Background: an optimization exercise with open tools, aiming at small area. Do not read the settings as production practice. In this exercise RTL edits were held to simulation tests only and were not proved equivalent to the original.

--- design/flow/config.mk ---
export PLATFORM = sky130hd
export DESIGN_NAME = motor_ctrl_top
export DESIGN_NICKNAME = motor_ctrl_top
export VERILOG_FILES = /design/flow/design.v
export SDC_FILE = /design/flow/constraint.sdc
export NUM_CORES = 4
export LEC_CHECK = 0
export CAP_MARGIN = 20
export CORE_MARGIN = 2
export CORE_UTILIZATION = 40
export SLEW_MARGIN = 20
--- design/flow/constraint.sdc ---
create_clock -name core_clock -period 12.0 [get_ports {fpga_clk_50}]
set_input_delay 2.4000 -clock core_clock [delete_from_list [all_inputs] [get_ports {fpga_clk_50}]]
set_output_delay 2.4000 -clock core_clock [all_outputs]
set_load 0.01 [all_outputs]
--- design/flow/design.v ---
package motor_pkg;
	localparam int SPEED_W = 16;    
	localparam int WIN_W   = 11;    
	localparam int DUTY_W  = 8;     
	localparam int INTEG_W = 24;    
	localparam int IDX_W   = 3;     
	typedef logic signed [SPEED_W-1:0] speed_t;
	typedef logic signed [WIN_W-1:0]   win_t;
	typedef logic signed [INTEG_W-1:0] integ_t;
	typedef logic        [DUTY_W-1:0]  duty_t;
	typedef logic        [IDX_W-1:0]   motor_idx_t;
	localparam int               DEF_NUM_MOTORS      = 6;
	localparam int               DEF_TICK_CYCLES     = 2000;       
	localparam int               DEF_DEBOUNCE_CYCLES = 4;
	localparam logic [5:0]       DEF_MIRROR_MASK     = 6'b111000;  
	localparam int               KP_SHIFT            = 2;
	localparam int               KI_SHIFT            = 4;
	localparam int               DUTY_MAX            = 255;
endpackage
`timescale 1ns/1ps
module quad_decoder #(
	parameter bit MIRROR = 1'b0
) (
	input  logic              fpga_clk_50,
	input  logic              hps_fpga_reset_n,
	input  logic              enc_a,
	input  logic              enc_b,
	input  logic              tick,      
	output motor_pkg::win_t   win        
);
	logic [1:0] sync_q1;
	logic [1:0] sync_q2;
	logic [1:0] filt;
	logic [1:0] filt_prev;
	logic [1:0] st [2];    
	logic       step_up;
	logic       step_dn;
	always_ff @(posedge fpga_clk_50 or negedge hps_fpga_reset_n)
	begin
		if (!hps_fpga_reset_n)
		begin
			sync_q1   <= '0;
			sync_q2   <= '0;
			filt      <= '0;
			filt_prev <= '0;
			st[0]     <= '0;
			st[1]     <= '0;
		end
		else
		begin
			sync_q1   <= {enc_a, enc_b};
			sync_q2   <= sync_q1;
			filt_prev <= filt;
			for (int i = 0; i < 2; i++)
			begin
				if (sync_q2[i] != filt[i])
				begin
					st[i] <= st[i] + 1'b1;
					if (st[i] == 2'd3)
						filt[i] <= sync_q2[i];
				end
				else
					st[i] <= '0;
			end
		end
	end
	always_comb
	begin
		step_up = 1'b0;
		step_dn = 1'b0;
		case ({filt_prev, filt})
			4'b00_10, 4'b10_11, 4'b11_01, 4'b01_00: step_up = 1'b1;
			4'b10_00, 4'b11_10, 4'b01_11, 4'b00_01: step_dn = 1'b1;
			default: ;
		endcase
	end
	always_ff @(posedge fpga_clk_50 or negedge hps_fpga_reset_n)
	begin
		if (!hps_fpga_reset_n)
			win <= '0;
		else
			win <= (tick ? motor_pkg::win_t'(0) : win)
				+ ((MIRROR ? step_dn : step_up) ? motor_pkg::win_t'(1)
				: (MIRROR ? step_up : step_dn) ? motor_pkg::win_t'(-1) : motor_pkg::win_t'(0));
	end
endmodule
`timescale 1ns/1ps
module speed_meter (
	input  logic              fpga_clk_50,
	input  logic              hps_fpga_reset_n,
	input  logic              tick,
	input  motor_pkg::win_t   win,
	output motor_pkg::speed_t speed
);
	motor_pkg::win_t spd;
	always_ff @(posedge fpga_clk_50 or negedge hps_fpga_reset_n)
	begin
		if (!hps_fpga_reset_n)
			spd <= '0;
		else if (tick)
			spd <= win;
	end
	assign speed = motor_pkg::speed_t'(spd);    
endmodule
`timescale 1ns/1ps
module speed_regulator (
	input  logic              fpga_clk_50,
	input  logic              hps_fpga_reset_n,
	input  logic              tick,        
	input  logic              tick_d,      
	input  motor_pkg::speed_t setpoint,
	input  motor_pkg::win_t   speed,
	output motor_pkg::duty_t  duty,
	output logic              dir_a,
	output logic              dir_b
);
	localparam int IW = motor_pkg::INTEG_W;
	localparam motor_pkg::integ_t INTEG_MAX = motor_pkg::integ_t'({1'b0, {(IW - 1){1'b1}}});
	localparam motor_pkg::integ_t INTEG_MIN = motor_pkg::integ_t'({1'b1, {(IW - 1){1'b0}}});
	motor_pkg::integ_t   integ;
	logic                neg_q;         
	logic signed [16:0]  err;
	logic signed [IW:0]  integ_sum;
	motor_pkg::integ_t   integ_next;
	logic signed [20:0]  cmd;
	logic                sat;
	logic [7:0]          low;
	motor_pkg::duty_t    duty_next;
	always_comb
	begin
		err = 17'(setpoint) - 17'(speed);
		integ_sum = (IW + 1)'(integ) + (IW + 1)'(err);
		if (integ_sum[IW] != integ_sum[IW-1])
			integ_next = integ_sum[IW] ? INTEG_MIN : INTEG_MAX;
		else
			integ_next = integ_sum[IW-1:0];
		cmd = 21'(err >>> motor_pkg::KP_SHIFT) + 21'(integ_next >>> motor_pkg::KI_SHIFT);
		if (cmd[20])
		begin
			sat = !(&cmd[20:8]) || (cmd[7:0] == '0);
			low = -cmd[7:0];
		end
		else
		begin
			sat = |cmd[20:8];
			low = cmd[7:0];
		end
		duty_next = sat ? motor_pkg::duty_t'(motor_pkg::DUTY_MAX) : low;
	end
	always_ff @(posedge fpga_clk_50)
		neg_q <= cmd[20];
	always_ff @(posedge fpga_clk_50 or negedge hps_fpga_reset_n)
	begin
		if (!hps_fpga_reset_n)
		begin
			integ <= '0;
			duty  <= '0;
			dir_a <= 1'b0;
			dir_b <= 1'b0;
		end
		else
		begin
			if (tick)
			begin
				integ <= integ_next;
				duty  <= duty_next;
			end
			if (tick_d)
			begin
				dir_a <= !neg_q && (duty != '0);    
				dir_b <= neg_q;                     
			end
		end
	end
endmodule
`timescale 1ns/1ps
module pwm_generator (
	input  logic             fpga_clk_50,
	input  logic             hps_fpga_reset_n,
	input  motor_pkg::duty_t cnt,
	input  motor_pkg::duty_t duty,
	output logic             pwm
);
	motor_pkg::duty_t shadow;
	always_ff @(posedge fpga_clk_50 or negedge hps_fpga_reset_n)
	begin
		if (!hps_fpga_reset_n)
			shadow <= '0;
		else if (cnt == '1)
			shadow <= duty;
	end
	assign pwm = (cnt < shadow);
endmodule
`timescale 1ns/1ps
module setpoint_scheduler #(
	parameter int NUM_MOTORS = motor_pkg::DEF_NUM_MOTORS
) (
	input  logic                  fpga_clk_50,
	input  logic                  hps_fpga_reset_n,
	input  logic                  sp_req,
	input  motor_pkg::motor_idx_t sp_motor,
	input  motor_pkg::speed_t     sp_value,
	output logic                  sp_ack,
	output motor_pkg::duty_t      pwm_cnt,
	output logic                  tick,      
	output logic                  tick_d,    
	output logic [NUM_MOTORS*motor_pkg::SPEED_W-1:0] pending    
);
	logic [6:0] tick_hi;
	logic [1:0] hs_state;    
	logic       wr_en;
	always_ff @(posedge fpga_clk_50 or negedge hps_fpga_reset_n)
	begin
		if (!hps_fpga_reset_n)
		begin
			pwm_cnt <= '0;
			tick_hi <= '0;
		end
		else
		begin
			pwm_cnt <= pwm_cnt + 1'b1;
			if (pwm_cnt[3:0] == 4'hf)
				tick_hi <= (tick_hi == 7'd124) ? 7'd0 : tick_hi + 1'b1;
		end
	end
	assign tick   = (tick_hi == '0) && (pwm_cnt[3:0] == 4'd0);
	assign tick_d = (tick_hi == '0) && (pwm_cnt[3:0] == 4'd1);
	assign sp_ack = hs_state[0];
	assign wr_en  = (hs_state == 2'b00) && sp_req && (int'(sp_motor) < NUM_MOTORS);
	always_ff @(posedge fpga_clk_50 or negedge hps_fpga_reset_n)
	begin
		if (!hps_fpga_reset_n)
			hs_state <= 2'b00;
		else
			case (hs_state)
				2'b00:   if (sp_req) hs_state <= 2'b01;
				2'b01:   if (!sp_req) hs_state <= 2'b10;
				default: hs_state <= 2'b00;
			endcase
	end
	always_ff @(posedge fpga_clk_50 or negedge hps_fpga_reset_n)
	begin
		if (!hps_fpga_reset_n)
			pending <= '0;
		else if (wr_en)
			pending[sp_motor*motor_pkg::SPEED_W +: motor_pkg::SPEED_W] <= sp_value;
	end
endmodule
`timescale 1ns/1ps
module motor_ctrl_top #(
	parameter int                    NUM_MOTORS      = motor_pkg::DEF_NUM_MOTORS,
	parameter int                    TICK_CYCLES     = motor_pkg::DEF_TICK_CYCLES,
	parameter int                    DEBOUNCE_CYCLES = motor_pkg::DEF_DEBOUNCE_CYCLES,
	parameter logic [NUM_MOTORS-1:0] MIRROR_MASK     = motor_pkg::DEF_MIRROR_MASK
) (
	input  logic                  fpga_clk_50,
	input  logic                  hps_fpga_reset_n,
	input  logic [NUM_MOTORS-1:0] enc_a,
	input  logic [NUM_MOTORS-1:0] enc_b,
	input  logic                  sp_req,
	input  motor_pkg::motor_idx_t sp_motor,
	input  motor_pkg::speed_t     sp_value,
	output logic                  sp_ack,
	output logic [NUM_MOTORS-1:0] pwm,
	output logic [NUM_MOTORS-1:0] dir_a,
	output logic [NUM_MOTORS-1:0] dir_b,
	output logic [NUM_MOTORS*motor_pkg::SPEED_W-1:0] meas_speed    
);
	logic                                     tick;
	logic                                     tick_d;
	motor_pkg::duty_t                         pwm_cnt;
	logic [NUM_MOTORS*motor_pkg::SPEED_W-1:0] pending;
	logic [NUM_MOTORS*motor_pkg::WIN_W-1:0]   win;
	logic [NUM_MOTORS*motor_pkg::WIN_W-1:0]   spd;
	logic [NUM_MOTORS*motor_pkg::DUTY_W-1:0]  duty;
	setpoint_scheduler #(
		.NUM_MOTORS (NUM_MOTORS)
	) u_sched (
		.fpga_clk_50      (fpga_clk_50),
		.hps_fpga_reset_n (hps_fpga_reset_n),
		.sp_req           (sp_req),
		.sp_motor         (sp_motor),
		.sp_value         (sp_value),
		.sp_ack           (sp_ack),
		.pwm_cnt          (pwm_cnt),
		.tick             (tick),
		.tick_d           (tick_d),
		.pending          (pending)
	);
	for (genvar i = 0; i < NUM_MOTORS; i++)
	begin : g_motor
		quad_decoder #(
			.MIRROR (MIRROR_MASK[i])
		) u_dec (
			.fpga_clk_50      (fpga_clk_50),
			.hps_fpga_reset_n (hps_fpga_reset_n),
			.enc_a            (enc_a[i]),
			.enc_b            (enc_b[i]),
			.tick             (tick),
			.win              (win[i*motor_pkg::WIN_W +: motor_pkg::WIN_W])
		);
		speed_meter u_meter (
			.fpga_clk_50      (fpga_clk_50),
			.hps_fpga_reset_n (hps_fpga_reset_n),
			.tick             (tick),
			.win              (win[i*motor_pkg::WIN_W +: motor_pkg::WIN_W]),
			.speed            (meas_speed[i*motor_pkg::SPEED_W +: motor_pkg::SPEED_W])
		);
		speed_regulator u_reg (
			.fpga_clk_50      (fpga_clk_50),
			.hps_fpga_reset_n (hps_fpga_reset_n),
			.tick             (tick),
			.tick_d           (tick_d),
			.setpoint         (pending[i*motor_pkg::SPEED_W +: motor_pkg::SPEED_W]),
			.speed            (win[i*motor_pkg::WIN_W +: motor_pkg::WIN_W]),
			.duty             (duty[i*motor_pkg::DUTY_W +: motor_pkg::DUTY_W]),
			.dir_a            (dir_a[i]),
			.dir_b            (dir_b[i])
		);
		pwm_generator u_pwm (
			.fpga_clk_50      (fpga_clk_50),
			.hps_fpga_reset_n (hps_fpga_reset_n),
			.cnt              (pwm_cnt),
			.duty             (duty[i*motor_pkg::DUTY_W +: motor_pkg::DUTY_W]),
			.pwm              (pwm[i])
		);
	end
endmodule
--- design/flow/run.sh ---
#!/bin/bash
# synth_recipe.tcl (not shown) runs the flow's synth.tcl, then flattens the netlist and writes it again
# the make line also repeats each setting of config.mk as NAME=value (left out here)
make -C /OpenROAD-flow-scripts/flow DESIGN_CONFIG=/design/flow/config.mk WORK_HOME=/design/flow/orfs CLKGATE_MAP_FILE= SYNTH_SCRIPT=/design/flow/synth_recipe.tcl finish
==> results.sh <==
export IMPL_syn_avg_cell_area_um2=8.73
export IMPL_arrival_ns=9.97
export IMPL_cts_made_buffers=73
export IMPL_synthToLayoutAreaGrowth_pct=12.0
export IMPL_fin_util=0.452
export IMPL_tns_ns=0
export IMPL_first_pass_iters=5
export IMPL_cts_buffer_depth=3
export IMPL_drt_wl_total_um=115000
export IMPL_synth_seq_cells=575
export IMPL_cts_sinks=575
export IMPL_antenna_found_initial=9
export IMPL_synth_top_area_cell="dfrtp_1"
export IMPL_path_max_fanout=20
export IMPL_synth_edff_count=0
export IMPL_hold_path_class="flop to flop"
export IMPL_gr_total_overflow=0
export IMPL_crit_path_max_incr_delay_ns=0.73
export IMPL_yosys_top_cells_area="dfrtp_1 33%, ha_1 14%, xnor2_1 5.4%"
export IMPL_finClkSkew_ns=0.0218
export IMPL_critPathKind="flop to flop"
export IMPL_netlist_area_leader_share=0.330
export IMPL_initialDrtViolationCount=2264
export IMPL_ys_async_sr_fraction=0.990
export IMPL_grt_max_degree=167
export IMPL_critPathCaptureType="flop"
export IMPL_dr_wl_met2_um=50900
export IMPL_grt_total_usage=0.207
export IMPL_max_slew_margin_rel=0.228
export IMPL_maxSlewViolCount=0
export IMPL_wl_met1_um=55500
export IMPL_min_delay_start="g_motor[1].u_dec.sync_q1[0]"
export IMPL_post_cts_buffers=0
export IMPL_fin_crit_sh=0.790
export IMPL_syn_inst=4947
export IMPL_ys_types=92
export IMPL_drv_cap=0
export IMPL_synth_top_cells_by_count="569 x dfrtp_1, 500 x nand2_1, 500 x nor2_1"
export IMPL_max_freq_ghz=0.106
export IMPL_via_count=35429
export IMPL_design_core_area_mm2=0.107
export IMPL_critPathLaunch="u_sched.pending[0]"
export IMPL_r2r_start="u_sched.pending[0]"
export IMPL_clock_latency_ns=0.64
export IMPL_ant_nets=0
export IMPL_grt_pass1_vias=34701
export IMPL_wl_met3_um=5950
export IMPL_hold_viol_final=0
export IMPL_clk_pin_slew_worst_paths_ns=0.06
export IMPL_port_buffers=148
export IMPL_start_kind="flop"
export IMPL_cts_resized=0
export IMPL_top_layer_used="met5"
export IMPL_die_w_um=333
export IMPL_cts_hold_buffers=0
export IMPL_fp_row_count=120
export IMPL_critPathRequiredTime_ns=12.50
export IMPL_synth_most_common_cell="dfrtp_1"
export IMPL_critPathBufInv=1
export IMPL_via_per_inst=5.46
export IMPL_slowest_stage="and2_1"
export IMPL_yosysSeqAreaShare=0.332
export IMPL_drive_gt1_frac=0.0495
export IMPL_syn_area_mm2=0.0432
export IMPL_status="finished clean"
export IMPL_min_period_ns=9.48
export IMPL_n_antenna_cell=0
export IMPL_setup_viol=0
export IMPL_synth_warnings=8
export IMPL_htreeDepth=3
export IMPL_die_h_um=333
export IMPL_rsz0062_at_grt="false"
export IMPL_ioPinCount=149
export IMPL_dp_hpwl_um=84600
export IMPL_detail_route_wl_per_cell_um=17.7
export IMPL_synth_nets=5497
export IMPL_dieArea_mm2=0.111
export IMPL_cp_top_family="compound AO/OA/AOI/OAI gates"
export IMPL_final_nets=5577
export IMPL_cts_tree="yes"
export IMPL_drcViolationCount=0
export IMPL_globalplace_congestion=0.872
export IMPL_synth_main_ff_cell="dfrtp_1"
export IMPL_cts_root_buf="clkbuf_16"
export IMPL_tightestPinTransition_ns=1.15
export IMPL_start_util=0.404
export IMPL_grt_first_pass_wirelength_um=186000
cell type report:
cell class | instances | area [um2]
multi-input cells | 3914 | 26900
repair buffers | 174 | 1720
clock inverters | 32 | 449
clock buffers | 102 | 2060
inverters | 289 | 1080
fillers | 10448 | 58700
well taps | 1403 | 1760
flip-flops and latches | 575 | 14400
through the flow:
step / std cells / worst slack [ns] / hold slack (ns) / cell area [um2]
floorplan: 4947 / 3.70 / 0.331 / 43200
global placement: 6355 / 2.85 / 0.333 / 45900
detailed placement: 6355 / 2.61 / 0.336 / 45900
CTS: 6489 / 2.57 / 0.348 / 48400
global route: 6489 / 1.69 / 0.348 / 48400
finish: 6489 / 2.52 / 0.347 / 48400
cells in the final DEF (no fill, tap or decap), types with 23 or more instances in the layout:
cell / netlist / layout
a211oi_1: 41 / 41
clkbuf_16: 0 / 74
and2_1: 30 / 29
nor2b_1: 71 / 71
nor2_1: 500 / 499
o22a_1: 26 / 26
o21a_1: 53 / 53
o21ai_0: 406 / 403
o21bai_1: 33 / 33
ha_1: 492 / 492
a31oi_1: 39 / 39
buf_4: 51 / 23
a21o_1: 147 / 147
o211ai_1: 31 / 31
and3_1: 52 / 52
a21oi_1: 338 / 338
xor2_1: 122 / 122
nand2b_1: 77 / 77
dfrtp_1: 569 / 569
clkdlybuf4s50_1: 0 / 147
nand2_1: 500 / 499
fa_1: 24 / 24
nand3_1: 78 / 78
nor4_1: 31 / 31
xnor2_1: 267 / 267
inv_1: 289 / 289
a22o_1: 75 / 75
a21boi_0: 44 / 44
mux2_2: 57 / 57
nor3_1: 71 / 71
or3_1: 28 / 28
path summary, 6_finish.rpt:
kind                                               endpoint  slack [ns]  cells past startpoint
max in group asynchronous        g_motor[4].u_reg.integ[20]        8.10                      3
min in group asynchronous        g_motor[5].u_reg.integ[14]        1.70                      1
worst max-delay path               g_motor[0].u_reg.duty[4]        2.52                     36
worst min register to register  g_motor[1].u_dec.sync_q2[0]        0.35                      0
worst min-delay path            g_motor[1].u_dec.sync_q2[0]        0.35                      0
worst max register to register     g_motor[0].u_reg.duty[4]        2.52                     36
flip-flops by register name, indices dropped and copies added (netlist names):
| signal | flops |
|---|---|
| g_motor.u_reg.integ | 144 |
| u_sched.pending | 96 |
| g_motor.u_dec.win | 66 |
| g_motor.u_meter.spd | 66 |
| g_motor.u_pwm.shadow | 48 |
| g_motor.u_reg.duty | 48 |
| g_motor.u_dec.st | 24 |
| g_motor.u_dec.filt | 12 |
| g_motor.u_dec.filt_prev | 12 |
| g_motor.u_dec.sync_q1 | 12 |
| g_motor.u_dec.sync_q2 | 12 |
| u_sched.pwm_cnt | 8 |
| u_sched.tick_hi | 7 |
| g_motor.u_reg.dir_a | 6 |
| g_motor.u_reg.dir_b | 6 |
| g_motor.u_reg.neg_q | 6 |
| u_sched.hs_state | 2 |
per-layer routing:
metal	up-vias	track usage
met4	4	0.0543
met2	650	0.326
met5	-	0
li1	17656	-
met1	16968	0.292
met3	151	0.0362
kinds of logic after synthesis:
family	Yosys count	share of synthesized area
multiplexers	72	0.0190
flip-flops	575	0.332
buffers and inverters	458	0.0445
adder cells (fa/ha/maj)	538	0.159
AND/OR/NAND/NOR	1531	0.162
AO/OA/AOI/OAI	1384	0.204
XOR/XNOR	389	0.0789

## what the ideal ports hide
Ports are ideal in the flow. The routed layout listed here was re-timed in OpenROAD. Step 1 assumes that a clkbuf_16 drives the clock port and a buf_2 every other input. Step 2 times the ports against the registers' clock, not the clock port: input delays grow and output delays shrink by t, the midpoint of the rising clock arrivals with the driver on. Three values: ideal ports, drivers, drivers and shift; two values: the first two.
shift t [ns]: 0.706
setup slack, ns: 2.524 / 2.524 / 2.524
hold slack, ns: 0.347 / 0.347 / 0.347
After both steps setup and hold are still met in this run. For this run, drivers alone change the setup slack by 0.000 ns; drivers and shift together by 0.000 ns.
